Source: an optimization exercise on an open RTL-to-GDS flow (aim: small area, a short achievable clock period and few clock cycles). Production flows keep margins and buffers that such runs may drop.
The RTL was checked by simulation tests, not by an equivalence proof against the original design.

## violet
==> flow/design.v <==
package rsa_pkg;
  localparam int ONE = 1;
endpackage
import rsa_pkg::*;
module rsa_modexp
#(
  parameter  int W   = 32,
  localparam int OPW = 2 * W
) (
  input  logic           clk,
  input  logic           rst_n,
  input  logic           start,
  input  logic [OPW-1:0] n,
  input  logic [OPW-1:0] exp,
  input  logic [OPW-1:0] msg,
  output logic [OPW-1:0] result,
  output logic           busy,
  output logic           done,
  output logic           err
);
  localparam int K    = 4;                   
  localparam int ITER = (66 + K - 1) / K;    
  localparam int RB   = K * ITER;            
  localparam int AW   = OPW + 1;             
  localparam int SW   = OPW + 2;             
  localparam int XW   = OPW + 3;             
  localparam int IW   = OPW + 4;             
  localparam int S_IDLE  = 0;
  localparam int S_CHK1  = 1;
  localparam int S_CHK2  = 2;
  localparam int S_CONV  = 3;
  localparam int S_CONVF = 4;
  localparam int S_MM    = 5;
  localparam int S_MMEND = 6;
  localparam int S_FIX   = 7;
  localparam int S_FBS   = 8;
  localparam int S_FBA   = 9;
  localparam int S_FBB   = 10;
  localparam int S_FBC   = 11;
  localparam int S_FBD   = 12;
  localparam int NS      = 13;
  localparam logic [1:0] OP_SQR = 2'd0;
  localparam logic [1:0] OP_MUL = 2'd1;
  localparam logic [1:0] OP_FIN = 2'd2;
  logic [NS-1:0]  r_st;
  logic           r_busy;
  logic           r_done;
  logic           r_err;
  logic [AW-1:0]  r_a;         
  logic [OPW-1:0] r_n;
  logic [OPW-1:0] r_e;
  logic [SW-1:0]  r_s;
  logic [SW-1:0]  r_c;
  logic [AW-1:0]  r_m;         
  logic [K-1:0]   r_d;         
  logic [6:0]     r_cnt;
  logic [6:0]     r_bc;        
  logic [1:0]     r_op;
  logic           r_mulpend;
  logic           r_lead;
  logic [1:0]     r_sub;
  logic           r_ge;
  logic [NS-1:0]  w_st;
  logic           w_busy;
  logic           w_done;
  logic           w_err;
  logic [AW-1:0]  w_a;
  logic [OPW-1:0] w_n;
  logic [OPW-1:0] w_e;
  logic [SW-1:0]  w_s;
  logic [SW-1:0]  w_c;
  logic [AW-1:0]  w_m;
  logic [K-1:0]   w_d;
  logic [6:0]     w_cnt;
  logic [6:0]     w_bc;
  logic [1:0]     w_op;
  logic           w_mulpend;
  logic           w_lead;
  logic [1:0]     w_sub;
  wire odd = r_n[0];
  wire sgn = r_s[SW-1];
  logic [XW-1:0] cpa_x;
  logic [XW-1:0] cpa_y;
  logic          cpa_ci;
  logic [XW:0]   cpa_sum;
  logic          y_sub;        
  logic          y_add;        
  logic          fb_bit;
  assign fb_bit = r_d[r_sub];
  always_comb begin
    if (r_st[S_CONV] || r_st[S_FBA])
      cpa_x = {r_s, 1'b0};
    else if (r_st[S_CONVF] || r_st[S_FBC] || r_st[S_FBD])
      cpa_x = {r_s[SW-1], r_s};
    else
      cpa_x = {1'b0, r_s};
    y_sub = r_st[S_CHK1] || r_st[S_FBB] || ((r_st[S_CONV] || r_st[S_FBC]) && !sgn);
    y_add = ((r_st[S_CONV] || r_st[S_FBC] || r_st[S_FBD]) && sgn) || (r_st[S_CONVF] && odd);
    cpa_y = ({XW{y_sub}} & ~{3'b000, r_n})
          | ({XW{y_add}} & {3'b000, r_n})
          | ({XW{r_st[S_MMEND]}} & {1'b0, r_c})
          | ({XW{r_st[S_FBA] && fb_bit}} & {2'b00, r_a});
    cpa_ci = y_sub;
  end
  assign cpa_sum = {1'b0, cpa_x} + {1'b0, cpa_y} + {{XW{1'b0}}, cpa_ci};
  logic [SW-1:0] mm_s;
  logic [SW-1:0] mm_c;
  always_comb begin
    logic [IW-1:0] s, c, p, r, s1, c1, s2, c2;
    logic          q;
    s = IW'(r_s);
    c = IW'(r_c);
    for (int j = 0; j < K; j++) begin
      p  = r_d[j] ? IW'(r_a) : '0;
      s1 = s ^ c ^ p;
      c1 = ((s & c) | (s & p) | (c & p)) << 1;
      q  = s1[0];
      r  = q ? IW'(r_n) : '0;
      s2 = s1 ^ c1 ^ r;
      c2 = (s1 & c1) | (s1 & r) | (c1 & r);
      s  = s2 >> 1;
      c  = c2;
    end
    mm_s = s[SW-1:0];
    mm_c = c[SW-1:0];
  end
  logic [RB-1:0] ya;
  logic [RB-1:0] ym;
  assign ya = RB'(r_a);
  assign ym = RB'(r_m);
  function automatic logic [K-1:0] chunk(input logic [RB-1:0] v, input logic [6:0] idx);
    chunk = v[idx*K +: K];
  endfunction
  logic [6:0]   nidx;
  logic [K-1:0] mm_next_d;
  logic [K-1:0] fb_next_d;
  assign nidx = r_cnt + 7'd1;
  always_comb begin
    case (r_op)
      OP_SQR:  mm_next_d = (nidx < 7'(ITER)) ? chunk(ya, nidx) : '0;
      OP_MUL:  mm_next_d = (nidx < 7'(ITER)) ? chunk(ym, nidx) : '0;
      default: mm_next_d = '0;
    endcase
  end
  assign fb_next_d = (r_op == OP_SQR) ? chunk(ya, r_cnt - 7'd1) : chunk(ym, r_cnt - 7'd1);
  wire e_zero  = (r_e == '0);
  wire n_small = (r_n[OPW-1:1] == '0);
  wire a_eq_n  = (r_a == {1'b0, r_n});
  always_comb begin
    logic [AW-1:0] newa;
    logic          pick;
    w_st      = '0;
    w_busy    = r_busy;
    w_done    = 1'b0;
    w_err     = r_err;
    w_a       = r_a;
    w_n       = r_n;
    w_e       = r_e;
    w_s       = r_s;
    w_c       = r_c;
    w_m       = r_m;
    w_d       = r_d;
    w_cnt     = r_cnt;
    w_bc      = r_bc;
    w_op      = r_op;
    w_mulpend = r_mulpend;
    w_lead    = r_lead;
    w_sub     = r_sub;
    newa      = cpa_sum[AW-1:0];
    pick      = 1'b0;
    if (r_st[S_IDLE]) begin
      w_n = n;
      w_e = exp;
      w_s = SW'(msg);
      if (start) begin
        w_st[S_CHK1] = 1'b1;
        w_busy       = 1'b1;
      end else begin
        w_st[S_IDLE] = 1'b1;
      end
    end
    if (r_st[S_CHK1]) w_st[S_CHK2] = 1'b1;
    if (r_st[S_CHK2]) begin
      if (n_small || r_ge) begin
        w_a          = '0;
        w_err        = 1'b1;
        w_st[S_IDLE] = 1'b1;
        w_busy       = 1'b0;
        w_done       = 1'b1;
      end else if (e_zero) begin
        w_a          = AW'(1);
        w_err        = 1'b0;
        w_st[S_IDLE] = 1'b1;
        w_busy       = 1'b0;
        w_done       = 1'b1;
      end else begin
        w_err        = 1'b0;
        w_cnt        = 7'(RB - 1);
        w_bc         = 7'd64;
        w_lead       = 1'b0;
        w_st[S_CONV] = 1'b1;
      end
    end
    if (r_st[S_CONV]) begin
      if (odd) w_s = cpa_sum[SW-1:0];
      if (!r_lead) begin
        w_e  = {r_e[OPW-2:0], 1'b0};
        w_bc = r_bc - 7'd1;
        if (r_e[OPW-1]) w_lead = 1'b1;
      end
      w_cnt = r_cnt - 7'd1;
      if (r_cnt == '0) w_st[S_CONVF] = 1'b1;
      else             w_st[S_CONV]  = 1'b1;
    end
    if (r_st[S_CONVF]) begin
      w_m  = newa;
      w_a  = newa;
      pick = 1'b1;
    end
    if (r_st[S_MM]) begin
      w_s   = mm_s;
      w_c   = mm_c;
      w_d   = mm_next_d;
      w_cnt = r_cnt + 7'd1;
      if (r_cnt == 7'(ITER - 1)) w_st[S_MMEND] = 1'b1;
      else                       w_st[S_MM]    = 1'b1;
    end
    if (r_st[S_MMEND]) begin
      w_a = newa;
      if (r_op == OP_FIN) begin
        w_st[S_FIX] = 1'b1;
      end else if (r_op == OP_SQR && r_mulpend) begin
        w_op       = OP_MUL;
        w_mulpend  = 1'b0;
        w_d        = r_m[K-1:0];
        w_s        = '0;
        w_c        = '0;
        w_cnt      = '0;
        w_st[S_MM] = 1'b1;
      end else begin
        pick = 1'b1;
      end
    end
    if (r_st[S_FIX]) begin
      if (a_eq_n) w_a = '0;
      w_st[S_IDLE] = 1'b1;
      w_busy       = 1'b0;
      w_done       = 1'b1;
    end
    if (r_st[S_FBS]) begin
      w_s         = '0;
      w_d         = (r_op == OP_SQR) ? chunk(ya, 7'(ITER - 1)) : chunk(ym, 7'(ITER - 1));
      w_cnt       = 7'(ITER - 1);
      w_sub       = 2'(K - 1);
      w_st[S_FBA] = 1'b1;
    end
    if (r_st[S_FBA]) begin
      w_s         = cpa_sum[SW-1:0];
      w_st[S_FBB] = 1'b1;
    end
    if (r_st[S_FBB]) begin
      w_s         = cpa_sum[SW-1:0];
      w_st[S_FBC] = 1'b1;
    end
    if (r_st[S_FBC]) begin
      w_s         = cpa_sum[SW-1:0];
      w_st[S_FBD] = 1'b1;
    end
    if (r_st[S_FBD]) begin
      w_s = cpa_sum[SW-1:0];
      if (r_sub == '0) begin
        if (r_cnt == '0) begin
          w_a = newa;
          if (r_op == OP_SQR && r_mulpend) begin
            w_op        = OP_MUL;
            w_mulpend   = 1'b0;
            w_st[S_FBS] = 1'b1;
          end else begin
            pick = 1'b1;
          end
        end else begin
          w_d         = fb_next_d;
          w_cnt       = r_cnt - 7'd1;
          w_sub       = 2'(K - 1);
          w_st[S_FBA] = 1'b1;
        end
      end else begin
        w_sub       = r_sub - 2'd1;
        w_st[S_FBA] = 1'b1;
      end
    end
    if (pick) begin
      if (r_bc == '0) begin
        if (odd) begin
          w_op       = OP_FIN;
          w_d        = K'(1);
          w_s        = '0;
          w_c        = '0;
          w_cnt      = '0;
          w_st[S_MM] = 1'b1;
        end else begin
          w_st[S_IDLE] = 1'b1;
          w_busy       = 1'b0;
          w_done       = 1'b1;
        end
      end else begin
        w_e       = {r_e[OPW-2:0], 1'b0};
        w_bc      = r_bc - 7'd1;
        w_mulpend = r_e[OPW-1];
        w_op      = OP_SQR;
        if (odd) begin
          w_d        = newa[K-1:0];
          w_s        = '0;
          w_c        = '0;
          w_cnt      = '0;
          w_st[S_MM] = 1'b1;
        end else begin
          w_st[S_FBS] = 1'b1;
        end
      end
    end
    if (r_st == '0) begin
      w_st[S_IDLE] = 1'b1;
      w_busy       = 1'b0;
    end
  end
  always_ff @(posedge clk or negedge rst_n) begin
    if (!rst_n) begin
      r_st    <= NS'(1);
      r_busy  <= 1'b0;
      r_done  <= 1'b0;
      r_err   <= 1'b0;
      r_a     <= '0;
    end else begin
      r_st    <= w_st;
      r_busy  <= w_busy;
      r_done  <= w_done;
      r_err   <= w_err;
      r_a     <= w_a;
    end
  end
  always_ff @(posedge clk) begin
    r_n       <= w_n;
    r_e       <= w_e;
    r_s       <= w_s;
    r_c       <= w_c;
    r_m       <= w_m;
    r_d       <= w_d;
    r_cnt     <= w_cnt;
    r_bc      <= w_bc;
    r_op      <= w_op;
    r_mulpend <= w_mulpend;
    r_lead    <= w_lead;
    r_sub     <= w_sub;
    r_ge      <= cpa_sum[XW];
  end
  assign busy   = r_busy;
  assign done   = r_done;
  assign result = r_a[OPW-1:0];
  assign err    = r_err;
endmodule
make LEC_CHECK=0 ABC_CLOCK_PERIOD_IN_PS=2500 CAP_MARGIN=20 CORE_MARGIN=2 CORE_UTILIZATION=45 SETUP_SLACK_MARGIN=5 SLEW_MARGIN=20 finish   # period 10.5 ns
run.sh (not shown) runs the stock make flow with config.mk's settings and CLKGATE_MAP_FILE= SYNTH_SCRIPT=/design/flow/synth_recipe.tcl, a recipe that flattens the netlist after the stock synthesis.
Testbench counts of violet, summed over its fixed seeds: cycles 91,764.
Setup changes, violet to lagoon
--- a/flow/design.v
+++ b/flow/design.v
@@ -16,11 +16,11 @@
   output logic [OPW-1:0] result,
   output logic           busy,
   output logic           done,
   output logic           err
 );
-  localparam int K    = 4;                   
+  localparam int K    = 3;                   
   localparam int ITER = (66 + K - 1) / K;    
   localparam int RB   = K * ITER;            
   localparam int AW   = OPW + 1;             
   localparam int SW   = OPW + 2;             
   localparam int XW   = OPW + 3;             
[summary]
- Compared with violet, in lagoon clock sink count level, minimum clock period after layout now smaller, logic depth of the worst setup path including buffers lower, via count decreased by 7.2% relative to the old numbers.
- Taking violet as 1.0, lagoon lands at 0.940 on number of instances in the synthesized netlist.
Testbench counts of lagoon, summed over its fixed seeds: cycles 115,826.

-- what the ideal ports hide --
How much do the figures lean on ideal ports? The routed layouts below were timed once more, with nothing changed but the port constraints. Step 1 assumes that a clkbuf_16 drives the clock port and a buf_2 every other input. Step 2 times the ports against the registers' clock, not the clock port: input delays grow and output delays shrink by t, the midpoint of the rising clock arrivals with the driver on. a / b / c = no drivers / after step 1 / after step 2; a / b = the first two.
| run | shift t [ns] | slack for setup (ns) | hold slack, ns | worst setup path after step 2 |
|---|---|---|---|---|
| violet | 0.743 | 4.048 / 4.048 / 4.048 | 0.411 / 0.411 / 0.411 | register to register |
| lagoon | 0.711 | 5.128 / 5.128 / 5.128 | 0.452 / 0.452 / 0.452 | register to register |
After both steps setup and hold are still met in every run listed.
